Source: an optimization exercise on an open RTL-to-GDS flow (aim: small area, a short achievable clock period and few clock cycles per item). Production flows keep margins and buffers that such runs may drop. Where RTL was checked, it was by simulation tests only, not by an equivalence proof against the original.

==> module lbmm_div, before the edit <==
module lbmm_div (
  input  logic        clk,
  input  logic        rst_n,
  input  logic        load_hdr,
  input  logic [6:0]  divisor,      
  input  logic [6:0]  bc,
  input  logic [8:0]  br,
  input  logic        last,
  input  logic        load_sum,
  input  logic [13:0] dividend,
  output logic        free,
  input  logic        out_ready,
  output logic        out_valid,
  output logic [8:0]  out_block_column,
  output logic [8:0]  out_block_row,
  output logic [7:0]  out_mean_luma,
  output logic        out_frame_last
);
  logic [5:0] rem_r;
  logic [7:0] q_r;
  logic [6:0] d_r;
  logic [7:0] d3_r;
  logic [2:0] cnt_r;
  logic       busy_r, valid_r;
  logic [6:0] bc_r;
  logic [8:0] br_r;
  logic       last_r;
  logic [7:0] t;
  logic [8:0] s1, s2, s3;
  logic [5:0] rnx;
  logic [1:0] qd;
  always_comb begin
    t  = {rem_r, q_r[7:6]};
    s1 = {1'b0, t} - {2'b00, d_r};
    s2 = {1'b0, t} - {1'b0, d_r, 1'b0};
    s3 = {1'b0, t} - {1'b0, d3_r};
    if (!s3[8]) begin
      qd  = 2'd3;
      rnx = s3[5:0];
    end else if (!s2[8]) begin
      qd  = 2'd2;
      rnx = s2[5:0];
    end else if (!s1[8]) begin
      qd  = 2'd1;
      rnx = s1[5:0];
    end else begin
      qd  = 2'd0;
      rnx = t[5:0];
    end
  end
  always_ff @(posedge clk) begin
    if (!rst_n) begin
      busy_r  <= 1'b0;
      valid_r <= 1'b0;
      cnt_r   <= '0;
    end else if (load_sum) begin
      busy_r  <= 1'b1;
      cnt_r   <= '0;
    end else if (busy_r) begin
      cnt_r <= cnt_r + 3'd1;
      if (cnt_r == 3'd4) begin
        busy_r  <= 1'b0;
        valid_r <= 1'b1;
      end
    end else if (out_ready) begin
      valid_r <= 1'b0;
    end
  end
  logic [7:0] mean_r;
  always_ff @(posedge clk) begin
    if (!rst_n) begin
      mean_r <= '0;
      bc_r   <= '0;
      br_r   <= '0;
      last_r <= 1'b0;
    end else begin
      if (load_hdr) begin
        bc_r   <= bc;
        br_r   <= br;
        last_r <= last;
      end
      if (busy_r && (cnt_r == 3'd4)) begin
        mean_r <= {q_r[5:0], qd};
      end
    end
  end
  always_ff @(posedge clk) begin
    if (load_sum) begin
      q_r <= dividend[7:0];
    end else if (busy_r && (cnt_r != '0)) begin
      q_r <= {q_r[5:0], qd};
    end
  end
  always_ff @(posedge clk) begin
    if (load_hdr) begin
      d_r <= divisor;
    end
    if (load_sum) begin
      rem_r <= dividend[13:8];
    end else if (busy_r) begin
      if (cnt_r == '0) begin
        d3_r <= 8'({1'b0, d_r} + {d_r, 1'b0});
      end else begin
        rem_r <= rnx;
      end
    end
  end
  assign free             = ~busy_r & ~valid_r;
  assign out_valid        = valid_r;
  assign out_block_column = {2'b00, bc_r};
  assign out_block_row    = br_r;
  assign out_mean_luma    = mean_r;
  assign out_frame_last   = last_r;
endmodule
Settings: LEC_CHECK=0, CAP_MARGIN=20, CORE_MARGIN=2, CORE_UTILIZATION=55, CTS_CLUSTER_DIAMETER=100, CTS_CLUSTER_SIZE=25, PLACE_DENSITY=0.65, SLEW_MARGIN=20, SYNTH_MEMORY_MAX_BITS=4096; clock period 12.0 ns.
standard.sh (not shown) runs the stock make flow with config.mk's settings and CLKGATE_MAP_FILE= SYNTH_SCRIPT=/design/flow/synth_recipe.tcl, a recipe that flattens the netlist after the stock synthesis.
==> flow/flow/run.sh <==
#!/bin/bash
# Standard ORFS layout, with repair_timing asked for extra setup margin so
# that it keeps improving paths well below the design's clock period.
set -euo pipefail
bash standard.sh SETUP_SLACK_MARGIN=8.6 finish > standard_flow.log 2>&1
The first run ran to the end with no violations.
Next try:
--- a/flow/design.v
+++ b/flow/design.v
@@ -137,12 +137,11 @@
     end else if (out_ready) begin
       valid_r <= 1'b0;
     end
   end
-  logic [7:0] mean_r;
   always_ff @(posedge clk) begin
     if (!rst_n) begin
-      mean_r <= '0;
+      q_r    <= '0;
       bc_r   <= '0;
       br_r   <= '0;
       last_r <= 1'b0;
     end else begin
@@ -150,21 +149,16 @@
         bc_r   <= bc;
         br_r   <= br;
         last_r <= last;
       end
-      if (busy_r && (cnt_r == 3'd4)) begin
-        mean_r <= {q_r[5:0], qd};
+      if (load_sum) begin
+        q_r <= dividend[7:0];
+      end else if (busy_r && (cnt_r != '0)) begin
+        q_r <= {q_r[5:0], qd};
       end
     end
   end
   always_ff @(posedge clk) begin
-    if (load_sum) begin
-      q_r <= dividend[7:0];
-    end else if (busy_r && (cnt_r != '0)) begin
-      q_r <= {q_r[5:0], qd};
-    end
-  end
-  always_ff @(posedge clk) begin
     if (load_hdr) begin
       d_r <= divisor;
     end
     if (load_sum) begin
@@ -180,9 +174,9 @@
   assign free             = ~busy_r & ~valid_r;
   assign out_valid        = valid_r;
   assign out_block_column = {2'b00, bc_r};
   assign out_block_row    = br_r;
-  assign out_mean_luma    = mean_r;
+  assign out_mean_luma    = q_r;
   assign out_frame_last   = last_r;
 endmodule
 module lbmm_ctrl (
   input  logic       clk,
After rerunning: Final cell count went up slightly. Critical path depth decreases by 15. Sequential share of layout area falls by 0.35 points. Synthesized cell count went up slightly. Setup slack stays flat. Via count rises slightly. Count of clock-buffer cells in the layout decreases by 4.
Testbench counts after the change, summed over its fixed seeds: cycles 130,123, pixels 130,066.
The RTL of the first run of this note was laid out without a check of its function.

re-timing with driven ports:
No port has a modelled driver above. Below, the same layouts with a new extraction and two added sets of constraints.
Step 1 assumes that a clkbuf_16 drives the clock port and a buf_2 every other input.
Step 2, shift: input delay + t, output delay - t, t = (earliest + latest rising clock arrival at the registers) / 2. This alone moves slack from input paths to output paths.
a / b / c = ideal / step 1 / step 2; a / b = the first two.
| run | shift t [ns] | setup WS [ns] | clock arrival spread, ns | worst data-port slew with drivers (ns) |
|---|---|---|---|---|
| the first run | 0.758 | 8.351 / 8.338 / 8.241 | 0.051 / 0.051 | 0.08 |
| the second run | 0.758 | 8.351 / 8.283 / 8.243 | 0.049 / 0.049 | 0.05 |
After both steps setup and hold are still met in every run listed. The setup slack of the first run, which loses most, moves by -0.013 ns with the drivers and by -0.110 ns with both steps.
